Source: an optimization exercise on an open RTL-to-GDS flow (aim: small area and a short achievable clock period). Production flows keep margins and buffers that such runs may drop.
Only simulation tests tie the RTL to the original design; equivalence was not proved.
No activity file was given, so power comes from the tool's default toggle rates.

## lane 1
==> flow/design.v <==
`default_nettype none
package router_port_pkg;
  typedef logic [4-1:0] port_id_t;
  typedef logic [16-1:0] port_mask_t;
  typedef struct packed {
    logic data;
    logic valid_n;
    logic frame_n;
  } out_lane_t;
endpackage
`default_nettype wire
`default_nettype none
package router_ctrl_pkg;
  typedef enum logic [2:0] {idle, addr, pad, request, connected} slice_state_t;
  typedef struct packed {
    logic active;
    logic [4-1:0] dest;
  } slice_req_t;
  typedef struct packed {
    logic valid;
    logic [4-1:0] src;
  } owner_t;
endpackage
`default_nettype wire
`default_nettype none
module router (
  input  logic        clock,
  input  logic        reset,
  input  logic [15:0] frame_n,
  input  logic [15:0] valid_n,
  input  logic [15:0] din,
  output logic [15:0] busy_n,
  output logic [15:0] dout,
  output logic [15:0] valido_n,
  output logic [15:0] frameo_n
);
  localparam logic [2:0] S_IDLE = 3'b000, S_PAD = 3'b100, S_REQ = 3'b110,
                         S_CONN = 3'b101;
  logic [2:0]  st   [16];
  logic [3:0]  dest [16];
  logic [15:0] owns;             
  logic [15:0] wait_g;           
  logic [15:0] l_d, l_v, l_f;    
  logic [3:0]  last [16];        
  logic [15:0] won;
  logic [15:0] granted;          
  logic [15:0] req  [16];        
  logic [15:0] own;              
  logic [15:0] hold [16];        
  always_comb begin
    for (int o = 0; o < 16; o++) begin
      for (int i = 0; i < 16; i++) begin
        req[o][i] = wait_g[i] && (dest[i] == 4'(o));
        hold[o][i] = owns[i] && (dest[i] == 4'(o));
      end
    end
  end
  always_comb begin
    for (int o = 0; o < 16; o++) own[o] = |hold[o];
  end
  logic [3:0]  win_idx [16];
  logic [15:0] win_any;
  logic [15:0] gnt [16];
  for (genvar o = 0; o < 16; o++) begin : g_arb
    logic [31:0]       x;
    logic [15:0]       a1, i1;
    logic [7:0]        a2;
    logic [15:0]       i2;
    logic [3:0]        a3;
    logic [11:0]       i3;
    logic [1:0]        a4;
    logic [7:0]        i4;
    always_comb begin
      x = {req[o], req[o] & (16'hfffe << last[o])};
      for (int k = 0; k < 16; k++) begin
        a1[k] = x[2*k] | x[2*k+1];
        i1[k] = !x[2*k];
      end
      for (int k = 0; k < 8; k++) begin
        a2[k] = a1[2*k] | a1[2*k+1];
        i2[2*k +: 2] = a1[2*k] ? {1'b0, i1[2*k]} : {1'b1, i1[2*k+1]};
      end
      for (int k = 0; k < 4; k++) begin
        a3[k] = a2[2*k] | a2[2*k+1];
        i3[3*k +: 3] = a2[2*k] ? {1'b0, i2[4*k +: 2]} : {1'b1, i2[4*k+2 +: 2]};
      end
      for (int k = 0; k < 2; k++) begin
        a4[k] = a3[2*k] | a3[2*k+1];
        i4[4*k +: 4] = a3[2*k] ? {1'b0, i3[6*k +: 3]} : {1'b1, i3[6*k+3 +: 3]};
      end
      win_idx[o] = a4[0] ? i4[3:0] : i4[7:4];
      win_any[o] = a4[1] & !own[o];
      for (int j = 0; j < 16; j++) gnt[o][j] = win_any[o] && (win_idx[o] == 4'(j));
    end
  end
  logic [15:0] gcol [16];
  always_comb begin
    for (int i = 0; i < 16; i++) begin
      for (int o = 0; o < 16; o++) gcol[i][o] = gnt[o][i];
      won[i] = |gcol[i];
    end
  end
  logic [2:0] st_d [16];
  always_comb begin
    for (int i = 0; i < 16; i++) begin
      case (st[i])
        S_IDLE:  st_d[i] = frame_n[i] ? S_IDLE : 3'b001;
        S_REQ:   st_d[i] = granted[i] ? S_CONN : S_REQ;
        S_CONN:  st_d[i] = frame_n[i] ? S_IDLE : S_CONN;
        S_PAD:   st_d[i] = S_REQ;
        default: st_d[i] = st[i] + 3'd1;
      endcase
      if (!reset) st_d[i] = S_IDLE;
    end
  end
  always_ff @(posedge clock) begin
    for (int i = 0; i < 16; i++) begin
      st[i] <= st_d[i];
      wait_g[i] <= st_d[i][2] & st_d[i][1];
      owns[i] <= reset & (won[i] | granted[i] | (st[i] == S_CONN));
      granted[i] <= reset & won[i];
      if (!st[i][2] && (st[i] != S_IDLE || !frame_n[i]))
        dest[i] <= {din[i], dest[i][3:1]};
      l_d[i] <= din[i];
      l_v[i] <= !valid_n[i] & (st[i] == S_CONN);
      l_f[i] <= !frame_n[i] & (st[i] == S_CONN);
    end
  end
  always_ff @(posedge clock) begin
    for (int o = 0; o < 16; o++) begin
      if (!reset) last[o] <= 4'd15;
      else if (win_any[o]) last[o] <= win_idx[o];
      dout[o]     <= reset & |(hold[o] & l_d);
      valido_n[o] <= ~reset | ~|(hold[o] & l_v);
      frameo_n[o] <= ~reset | ~|(hold[o] & l_f);
    end
  end
  always_comb begin
    for (int i = 0; i < 16; i++) busy_n[i] = !wait_g[i];
  end
endmodule
`default_nettype wire
export LEC_CHECK = 0
export ABC_AREA = 1
export CAP_MARGIN = 20
export CELL_PAD_IN_SITES_DETAIL_PLACEMENT = 2
export CELL_PAD_IN_SITES_GLOBAL_PLACEMENT = 4
export CORE_MARGIN = 2
export CORE_UTILIZATION = 30
export CTS_BUF_LIST = sky130_fd_sc_hd__clkbuf_4 sky130_fd_sc_hd__clkbuf_8
export PLACE_DENSITY = 0.45
export SLEW_MARGIN = 20
create_clock -name core_clock -period 11.5 [get_ports {clock}]
standard.sh (not shown) runs the stock make flow with config.mk's settings and CLKGATE_MAP_FILE= SYNTH_SCRIPT=/design/flow/synth_recipe.tcl, a recipe that flattens the netlist after the stock synthesis.
==> flow/flow/run.sh <==
#!/bin/bash
# Own layout flow: the standard flow, with a different ABC mapping
# script for synthesis (same registers as the standard synthesis), then the
# standard layout steps with a setup margin for timing repair, cell resizing
# across footprints and plain buffers on the ports.
set -euo pipefail
here=$(pwd)
mkdir -p "$here/scripts_abc"
for f in "$FLOW_HOME"/scripts/*; do ln -sf "$f" "$here/scripts_abc/"; done
rm -f "$here/scripts_abc/abc_area.script" "$here/scripts_abc/abc_speed.script"
cp "$here/flow/abc.script" "$here/scripts_abc/abc_area.script"
cp "$here/flow/abc.script" "$here/scripts_abc/abc_speed.script"
MARGIN=$(cat "$here/flow/setup_margin")
bash standard.sh SCRIPTS_DIR="$here/scripts_abc" synth > "$here/synth_run.log" 2>&1
bash standard.sh SETUP_SLACK_MARGIN="$MARGIN" MATCH_CELL_FOOTPRINT=0 \
  BUFFER_PORTS_ARGS="-buffer_cell sky130_fd_sc_hd__buf_2" finish > "$here/layout_run.log" 2>&1
==> flow/flow/abc.script <==
strash
&get -n
&st
&dch -f
&nf -R 50 -p -F 8 -C 32
&put
topo
==> flow/flow/setup_margin <==
7
[inputs] lane 2 vs lane 1
==> flow/flow/setup_margin <==
7.5
### Flow results
In the tables for lane 2 and lane 1, met3 capacity usage during global routing reads higher with lane 2. Per the comparison of lane 2 with lane 1, final cell count climbed about 4%, worst setup slack went up by 0.54 ns.
Here is what was changed in the inputs of lane 3 compared with lane 2.
==> flow/flow/setup_margin <==
6.5
- When the final numbers for lane 3 and lane 2 were put side by side, the transition time at the pin with the least slew margin turned out to be smaller in lane 3.
- [compare] base=lane 2 new=lane 3: cell count fell 262, non-clock buffer count went down.
- Summary of lane 3 over lane 2: area of all placed cells without fillers moved down, clock slew seen by the registers of the worst setup and hold paths level, routed wire length decreased 8.0%, worst slew slack as a fraction of its limit has increased, layout-stage area growth over the synthesis result has decreased.


router, a different RTL version from the one above (not shown whole).
Size in the first run: roughly 3500 cells after synthesis, ~300 flip-flops, ~27000 um^2 of cells after synthesis.
Design router, start of the top module:
module router (
  input  logic        clock,
  input  logic        reset,
  input  logic [15:0] frame_n,
  input  logic [15:0] valid_n,
  input  logic [15:0] din,
  output logic [15:0] busy_n,
  output logic [15:0] dout,
  output logic [15:0] valido_n,
  output logic [15:0] frameo_n
);
export LEC_CHECK = 0
export ABC_AREA = 1
export CAP_MARGIN = 20
export CELL_PAD_IN_SITES_DETAIL_PLACEMENT = 2
export CELL_PAD_IN_SITES_GLOBAL_PLACEMENT = 4
export CORE_MARGIN = 2
export CORE_UTILIZATION = 30
export CTS_BUF_LIST = sky130_fd_sc_hd__clkbuf_4 sky130_fd_sc_hd__clkbuf_8
export PLACE_DENSITY = 0.45
export SLEW_MARGIN = 20
create_clock -name core_clock -period 11.5 [get_ports {clock}]
==> flow/flow/setup_margin <==
7.5
Scripts as last shown in full above: flow/flow/run.sh, flow/flow/abc.script
==> next run, changes <==
==> flow/flow/setup_margin (replaced) <==
6.5
Wire length is lower by 7.1%.
Core utilization is lower by 7.1 points.
Cell area drops by 16%.
Non-clock buffer count is lower by 340.
First-iteration DRC count fell by 10%.
Sequential cell count stays the same.
Fmax goes down by 12%.
Power goes down by 13%.
Register-to-register slack gets worse by 0.63 ns.
Critical path depth does not change.
Worst setup slack is worse by 0.63 ns.
==> next run, changes <==
==> flow/flow/setup_margin (replaced) <==
7
Utilization is higher by 2.1 points.
Final area increases by a few percent.
Count of clock-buffer cells in the layout does not change.
Die area does not change.

==> re-timing with driven ports <==
Ports are ideal in the flow. The routed layouts listed here were re-timed in OpenROAD.
Step 1: set_driving_cell puts a clkbuf_16 on clock and a buf_2 on each other input, an assumption about the parent block.
Step 2 also shifts input and output timing later by t, the mid clock arrival at the registers, as if the neighbouring blocks saw the same clock.
Three values: ideal ports, drivers, drivers and shift; two values: the first two.
run | t (ns) | setup WS [ns] | worst setup path after step 2 | worst data-port slew with drivers (ns) | pins driven straight from the clock port
lane 1 | 0.821 | 6.640 / 6.640 / 6.400 | input to register | 0.11 | 1
lane 2 | 0.853 | 7.179 / 7.179 / 6.722 | input to register | 0.11 | 1
lane 3 | 0.812 | 6.444 / 6.444 / 6.423 | input to register | 0.11 | 1
the first run of note 2 | 0.825 | 7.025 / 7.025 / 7.025 | register to register | 0.08 | 1
the second run of note 2 | 0.869 | 6.391 / 6.391 / 6.301 | input to register | 0.05 | 1
the third run of note 2 | 0.862 | 6.875 / 6.875 / 6.430 | input to register | 0.06 | 1
After both steps every run listed still meets setup and hold. The setup slack of lane 2, which loses most, moves by 0.000 ns with the drivers and by -0.457 ns with both steps.
